Source: an optimization exercise on an open RTL-to-GDS flow (aim: small area, a short achievable clock period and few clock cycles). Production flows keep margins and buffers that such runs may drop. The RTL was checked by simulation tests, not by an equivalence proof against the original design. Power is estimated from default activity; no workload was simulated.

--- run.sh ---
#!/bin/bash
# synth_recipe.tcl (not shown) runs the flow's synth.tcl, then flattens the netlist and writes it again
# the make line also repeats each setting of config.mk as NAME=value (left out here)
make -C /OpenROAD-flow-scripts/flow DESIGN_CONFIG=/design/flow/config.mk WORK_HOME=/design/flow/orfs CLKGATE_MAP_FILE= SYNTH_SCRIPT=/design/flow/synth_recipe.tcl finish
--- config.mk ---
export PLATFORM = sky130hd
export DESIGN_NAME = conv1d_pool_layer
export DESIGN_NICKNAME = conv1d_pool_layer
export VERILOG_FILES = /design/flow/design.v
export SDC_FILE = /design/flow/constraint.sdc
export NUM_CORES = 4
export LEC_CHECK = 0
export CAP_MARGIN = 20
export CORE_MARGIN = 2
export CORE_UTILIZATION = 40
export SLEW_MARGIN = 20
--- constraint.sdc ---
create_clock -name core_clock -period 17.0 [get_ports {clk}]
set_input_delay 3.4000 -clock core_clock [delete_from_list [all_inputs] [get_ports {clk}]]
set_output_delay 3.4000 -clock core_clock [all_outputs]
set_load 0.01 [all_outputs]
--- design.v ---
module conv1d_pe
#(
  parameter int DW     = 32,
  parameter int FRAC   = 0,
  parameter int IN_CH  = 1,
  parameter int SIZE_K = 3,
  parameter int KW     = 2
) (
  input  logic                          clk,
  input  logic                          RSTn,
  input  logic                          bias_we,
  input  logic [DW-1:0]                 bias_i,
  input  logic                          w_we,
  input  logic [KW-1:0]                 w_k,
  input  logic [IN_CH*DW-1:0]           w_i,
  input  logic [SIZE_K*IN_CH*DW-1:0]    win_i,
  input  logic                          conv_en,
  input  logic                          pool_first,
  output logic [DW-1:0]                 res_o
);
  localparam int PW = 2 * DW;   
  logic signed [DW-1:0] bias_q, bias_d, pool_q, pool_d, conv, best, sum;
  logic [SIZE_K*IN_CH*DW-1:0] w_q, w_d;
  logic [SIZE_K*IN_CH*DW-1:0] terms;
  for (genvar j = 0; j < SIZE_K * IN_CH; j++) begin : g_mul
    logic signed [PW-1:0] a_x, b_x, p;
    assign a_x = {{(PW-DW){win_i[j*DW+DW-1]}}, win_i[j*DW +: DW]};
    assign b_x = {{(PW-DW){w_q[j*DW+DW-1]}}, w_q[j*DW +: DW]};
    assign p   = (a_x * b_x) >>> FRAC;
    assign terms[j*DW +: DW] = p[DW-1:0];
  end
  always_comb begin
    conv = '0;
    for (int j = 0; j < SIZE_K * IN_CH; j++)
      conv = conv + signed'(terms[j*DW +: DW]);
  end
  always_comb begin
    best = (pool_first || !(pool_q > conv)) ? conv : pool_q;   
    sum  = best + bias_q;
    res_o = sum;
  end
  always_comb begin
    bias_d = bias_we ? bias_i : bias_q;
    pool_d = conv_en ? best : pool_q;
    w_d    = w_q;
    if (w_we)
      for (int k = 0; k < SIZE_K; k++)
        if (w_k == KW'(k))
          for (int c = 0; c < IN_CH; c++)
            w_d[(k*IN_CH+c)*DW +: DW] = w_i[c*DW +: DW];
  end
  always_ff @(posedge clk) begin
    if (!RSTn) begin
      bias_q <= '0;
      pool_q <= '0;
      w_q    <= '0;
    end else begin
      bias_q <= bias_d;
      pool_q <= pool_d;
      w_q    <= w_d;
    end
  end
endmodule
module conv1d_pool_layer
#(
  parameter int DW     = 32,
  parameter int FRAC   = 0,
  parameter int IN_CH  = 1,
  parameter int OUT_CH = 2,
  parameter int SIZE_K = 3,
  parameter int POOL   = 2,
  parameter int LEN    = 8
) (
  input  logic                 clk,
  input  logic                 RSTn,
  input  logic                 i_EN_w,
  input  logic                 i_EN_c,
  output logic                 o_busy,
  input  logic [DW*IN_CH-1:0]  i_data,
  input  logic                 i_stb_in,
  output logic                 o_ack_in,
  output logic [DW*OUT_CH-1:0] o_data,
  output logic                 o_stb_out,
  input  logic                 i_ack_out
);
  localparam int MW  = (OUT_CH > 1) ? $clog2(OUT_CH) : 1;
  localparam int KW  = (SIZE_K > 1) ? $clog2(SIZE_K) : 1;
  localparam int PCW = (POOL > 1) ? $clog2(POOL) : 1;
  localparam int SW  = $clog2(LEN + 1);
  localparam int BW  = IN_CH * DW;
  localparam int WW  = SIZE_K * BW;
  typedef enum logic [1:0] {IDLE, LOAD_B, LOAD_W, RUN} state_e;
  state_e               state_q, state_d;
  logic [MW-1:0]        ld_m_q, ld_m_d;
  logic [KW-1:0]        ld_k_q, ld_k_d;
  logic [SW-1:0]        samp_q, samp_d;
  logic [PCW-1:0]       pool_cnt_q, pool_cnt_d;
  logic [WW-1:0]        win_q, win_d, win_nxt;
  logic                 stb_q, stb_d;
  logic [DW*OUT_CH-1:0] data_q, data_d;
  logic                 ack_in, bias_we, w_we, conv_en, pool_first;
  logic [DW*OUT_CH-1:0] pe_res;
  always_comb begin
    win_nxt = win_q;
    for (int k = 0; k < SIZE_K - 1; k++)
      win_nxt[k*BW +: BW] = win_q[(k+1)*BW +: BW];
    win_nxt[(SIZE_K-1)*BW +: BW] = i_data;
  end
  assign pool_first = (pool_cnt_q == '0);
  always_comb begin
    state_d    = state_q;
    ld_m_d     = ld_m_q;
    ld_k_d     = ld_k_q;
    samp_d     = samp_q;
    pool_cnt_d = pool_cnt_q;
    win_d      = win_q;
    stb_d      = stb_q;
    data_d     = data_q;
    ack_in     = 1'b0;
    bias_we    = 1'b0;
    w_we       = 1'b0;
    conv_en    = 1'b0;
    if (stb_q && i_ack_out) stb_d = 1'b0;
    unique case (state_q)
      IDLE: begin
        if (i_EN_w) begin
          state_d = LOAD_B;
          ld_m_d  = '0;
          ld_k_d  = '0;
        end else if (i_EN_c) begin
          state_d    = RUN;
          samp_d     = '0;
          pool_cnt_d = '0;
          win_d      = '0;
        end
      end
      LOAD_B: begin
        ack_in = 1'b1;
        if (i_stb_in) begin
          bias_we = 1'b1;
          if (ld_m_q == MW'(OUT_CH - 1)) begin
            ld_m_d  = '0;
            state_d = LOAD_W;
          end else ld_m_d = ld_m_q + MW'(1);
        end
      end
      LOAD_W: begin
        ack_in = 1'b1;
        if (i_stb_in) begin
          w_we = 1'b1;
          if (ld_k_q == KW'(SIZE_K - 1)) begin
            ld_k_d = '0;
            if (ld_m_q == MW'(OUT_CH - 1)) state_d = IDLE;
            else ld_m_d = ld_m_q + MW'(1);
          end else ld_k_d = ld_k_q + KW'(1);
        end
      end
      RUN: begin
        ack_in = !stb_q && (samp_q != SW'(LEN));
        if (ack_in && i_stb_in) begin
          win_d  = win_nxt;
          samp_d = samp_q + SW'(1);
          if (samp_q >= SW'(SIZE_K - 1)) begin
            conv_en = 1'b1;
            if (pool_cnt_q == PCW'(POOL - 1)) begin
              pool_cnt_d = '0;
              stb_d      = 1'b1;
              for (int m = 0; m < OUT_CH; m++) data_d[m*DW +: DW] = pe_res[m*DW +: DW];
            end else pool_cnt_d = pool_cnt_q + PCW'(1);
          end
        end
        if (samp_q == SW'(LEN) && !stb_d) state_d = IDLE;
      end
      default: state_d = IDLE;
    endcase
  end
  always_ff @(posedge clk) begin
    if (!RSTn) begin
      state_q    <= IDLE;
      ld_m_q     <= '0;
      ld_k_q     <= '0;
      samp_q     <= '0;
      pool_cnt_q <= '0;
      win_q      <= '0;
      stb_q      <= 1'b0;
      data_q     <= '0;
    end else begin
      state_q    <= state_d;
      ld_m_q     <= ld_m_d;
      ld_k_q     <= ld_k_d;
      samp_q     <= samp_d;
      pool_cnt_q <= pool_cnt_d;
      win_q      <= win_d;
      stb_q      <= stb_d;
      data_q     <= data_d;
    end
  end
  for (genvar m = 0; m < OUT_CH; m++) begin : g_pe
    conv1d_pe #(.DW(DW), .FRAC(FRAC), .IN_CH(IN_CH), .SIZE_K(SIZE_K), .KW(KW)) u_pe (
      .clk        (clk),
      .RSTn       (RSTn),
      .bias_we    (bias_we && (ld_m_q == MW'(m))),
      .bias_i     (i_data[DW-1:0]),
      .w_we       (w_we && (ld_m_q == MW'(m))),
      .w_k        (ld_k_q),
      .w_i        (i_data),
      .win_i      (win_nxt),
      .conv_en    (conv_en),
      .pool_first (pool_first),
      .res_o      (pe_res[m*DW +: DW])
    );
  end
  assign o_ack_in  = ack_in;
  assign o_stb_out = stb_q;
  assign o_data    = data_q;
  assign o_busy       = (state_q != IDLE) || stb_q;
endmodule
==> run notes <==
[worst max-delay path: cells and delay by family]
family	cells	cell delay, ns
adders and majority gates	13	6.22
muxes	1	0.29
and+or+nand+nor	7	0.83
xor gates and xnor gates	10	2.65
AOI/OAI and AO/OA	11	2.28
buffers and inverters	11	1.37
[report_power, final]
group	leakage, nW	total [W]	switching, W	internal [W]
clock network	1.03	0.00144	0.000618	0.000820
logic	59.6	0.00116	0.000869	0.000293
registers	3.73	0.00141	0.000271	0.00114
total	64.3	0.00401	0.00176	0.00225
[registers in the layout, summed over array words and instances, names as in the netlist]
signal and cells:
g_pe.u_pe.bias_q 64, win_q 64, data_q 64, ld_m_q 1
state_q 2, ld_k_q 2, pool_cnt_q 1, stb_q 1
samp_q 4, g_pe.u_pe.pool_q 64, g_pe.u_pe.w_q 192
[path summary, 6_finish.rpt]
path	startpoint	endpoint	slack, ns
hold / removal	data_q[45]	data_q[45]	0.45
setup / recovery	i_data[10]	data_q[56]	0.63
setup reg to reg	win_q[80]	data_q[56]	2.28
hold reg to reg	data_q[45]	data_q[45]	0.45
[cell families after synthesis]
group | count (synthesis)
buf+inv | 3872
fa+ha+maj | 3631
simple gates | 4406
flops | 459
compound gates | 837
mux | 20
xor+xnor | 479
[layout by cell type, fill, tap and decap left out, types with 11 or more instances in the layout]
cell type,Yosys,routed
xor2_1,92,92
mux2i_1,16,16
nand2b_1,21,21
buf_4,1,580
fa_1,2672,2672
ha_1,959,959
nor3_1,56,52
inv_1,3041,3041
and3_1,14,13
o31ai_1,11,11
nand2_1,2697,2694
xnor3_1,12,12
o21a_1,19,19
o21bai_1,23,23
buf_2,29,18
a211oi_1,23,22
a21oi_1,495,492
dfxtp_1,459,407
nand4_1,22,22
dfxtp_2,0,51
a21o_1,59,59
xnor2_1,374,373
clkbuf_16,0,59
nor2b_1,20,20
clkdlybuf4s50_1,0,73
o21ai_1,55,54
and2_1,1337,1336
buf_12,0,32
nor2_1,175,171
o21ai_0,68,67
nand3_1,24,24
[through the flow]
step           setup slack [ns]  instances  utilization, %  setup TNS, ns  hold WS (ns)
3_3_place_gp             -0.290      17500            42.8          -1.85         0.442
2_1_floorplan             0.178      13700               -              0         0.441
4_1_cts                   0.398      17600            43.5              0         0.451
3_5_place_dp             -0.285      17500            42.8          -2.37         0.444
5_1_grt                  0.0125      17600            43.5              0         0.468
6_report                  0.625      17600            43.5              0         0.451
[cell usage after synthesis (11+ instances only)]
library cell and instances:
a211oi_1 23, a21o_1 59, a21oi_1 495, and2_1 1337, and3_1 14, buf_1 31
buf_2 29, clkbuf_1 768, dfxtp_1 459, fa_1 2672, ha_1 959, inv_1 3041
mux2i_1 16, nand2_1 2697, nand2b_1 21, nand3_1 24, nand4_1 22, nor2_1 175
nor2b_1 20, nor3_1 56, o21a_1 19, o21ai_0 68, o21ai_1 55, o21bai_1 23
o31ai_1 11, or3_1 11, xnor2_1 374, xnor3_1 12, xor2_1 92
[cell type report]
type                            count  share of cell area [%]
Sequential cell                   459                    7.18
Multi-Input combinational cell   9373                    73.9
Timing Repair Buffer              706                    4.53
Inverter                         3043                    8.86
Antenna cell                        6                  0.0116
Clock inverter                     40                   0.435
Tap cell                         3939                    3.82
Clock buffer                       71                    1.22
[routing by layer]
metal / GRT usage, % / vias to the layer above / part of all wire (%) / wire length (µm)
met5: 0 / - / 0.027 / 110
met4: 5.78 / 22 / 2.5 / 10000
met3: 8.19 / 508 / 13 / 50500
met2: 39.5 / 4341 / 41 / 166000
met1: 39.8 / 46900 / 44 / 176000
li1: - / 39500 / - / -
[what timing repair did]
item | 4_1_cts | 5_1_grt
hold endpoints to repair | 0 | 0
endpoints found under the setup margin | 0 | 27
gates resized for setup | 0 | 17
==> results.sh <==
export IMPL_overflow=0
export IMPL_synth_compound_area_share_pct=4.03
export IMPL_grt_pass1_vias=94500
export IMPL_clk_latency_ns=0.74
export IMPL_die_x_um=549
export IMPL_status="finished clean"
export IMPL_hold_class="flop to flop"
export IMPL_synthAdderAreaFrac_pct=55.1
export IMPL_synth_xor_area_share_pct=3.67
export IMPL_synth_top_family_by_area="adder cells"
export IMPL_finalCritPeriodShare_pct=96.3
export IMPL_synthDistinctLibCells=75
export IMPL_drc=0
export IMPL_vias=91200
export IMPL_num_fill_cells=29500
export IMPL_p_leak_nw=64.3
export IMPL_clk_path_buf_depth=3
export IMPL_synth_edf_count=0
export IMPL_drt_iter0_drc=8186
export IMPL_dpl_hpwl_mm=329
export IMPL_ys_flop_type="dfxtp_1"
export IMPL_cts_tree="done"
export IMPL_finalMaxSlewViolations=0
export IMPL_wl_per_cell_um=22.8
export IMPL_grt_pass1_wl_mm=614
export IMPL_final_cell_area_mm2=0.129
export IMPL_clk_pin_slew_ns=0.06
export IMPL_port_buffers=104
export IMPL_crit_required_ns=17.66
export IMPL_grt_usage_pct=27.2
export IMPL_totalWireLength_mm=403
export IMPL_syn_nets=17400
export IMPL_antenna_found_initial=19
export IMPL_gp_congestion=0.984
export IMPL_fp_dieArea_mm2=0.302
export IMPL_drive_gt1_share_pct=6.08
export IMPL_power_total_w=0.00401
export IMPL_syn_avg_cell_area_um2=8.68
export IMPL_synthCells=13700
export IMPL_max_slew_margin_pct=19.7
export IMPL_synth_seq_cells=459
export IMPL_cpPeakStageDelay_ns=0.68
export IMPL_post_cts_buffers=0
export IMPL_regArea_mm2=0.00926
export IMPL_die_y_um=549
export IMPL_initial_core_util_pct=40.1
export IMPL_htreeDepth=2
export IMPL_maxCapViolCount=0
export IMPL_power_density_mw_per_mm2=31.1
export IMPL_vias_per_cell=5.17
export IMPL_nets=17300
export IMPL_clock_sinks=459
export IMPL_fin_crit_ns=16.37
export IMPL_synth_area_leaders="fa_1 45%, ha_1 10%, inv_1 9.6%"
export IMPL_hold_viol_final=0
export IMPL_cts_root_buf="clkbuf_16"
export IMPL_grt_max_degree=168
export IMPL_worstMarginPinSlew_ns=1.20
export IMPL_num_rows=200
export IMPL_setup_viol=0
export IMPL_start_kind="input pin"
export IMPL_finalClockSkew_ns=0.0543
export IMPL_yosys_area_share_simple_pct=17.1
export IMPL_cp_end_kind="flop"
export IMPL_multi_input_area_mm2=0.0953
export IMPL_seq_area_frac_synth_pct=7.73
export IMPL_drtAntennaViolNets=0
export IMPL_yosys_area_top_type="fa_1"
export IMPL_yosysTopAreaCellShare_pct=45.0
export IMPL_worstSetupPathType="input pin to flop"
export IMPL_arrival_ns=17.03
export IMPL_fmax_mhz=61.1
export IMPL_ff2ff_path_depth=52
export IMPL_synth_warnings=2
export IMPL_hold_path_depth=2
export IMPL_crit_top_cell="fa_1"
export IMPL_rsz0062_at_grt="false"
export IMPL_cts_hold_buf=0
export IMPL_cts_inserted_buffers=59
export IMPL_cp_max_fo=11
export IMPL_pin_count=105
export IMPL_fp_coreArea_mm2=0.296
export IMPL_dr_pass1_iters=7
export IMPL_vdd_drop_max_mv=0.144
export IMPL_slowest_stage="fa_1"
export IMPL_async_flop_share_pct=0
export IMPL_area_growth_syn_to_layout_pct=8.40
export IMPL_synth_mux_area_fraction_pct=0.173
export IMPL_netlist_area_mm2=0.119
export IMPL_placed_area_mm2=0.127
Testbench counts, summed over its fixed seeds: cycles 3,368.

port drivers added, routing unchanged:
The results above use ideal ports. As a check the final layout listed here was re-extracted and re-timed, cells and wires unchanged. Step 1 assumes that a clkbuf_16 drives the clock port and a buf_2 every other input. Step 2 times the ports against the registers' clock, not the clock port: input delays grow and output delays shrink by t, the midpoint of the rising clock arrivals with the driver on. Slacks: ideal ports / drivers / drivers and shift; pairs: ideal ports / drivers.
t (ns): 0.786
setup WS [ns]: 0.625 / 0.429 / -0.357
worst hold slack (ns): 0.451 / 0.451 / 0.451
With both steps, setup timing fails in this run, where it was met with ideal ports. For this run, drivers alone change the setup slack by -0.196 ns; drivers and shift together by -0.982 ns.
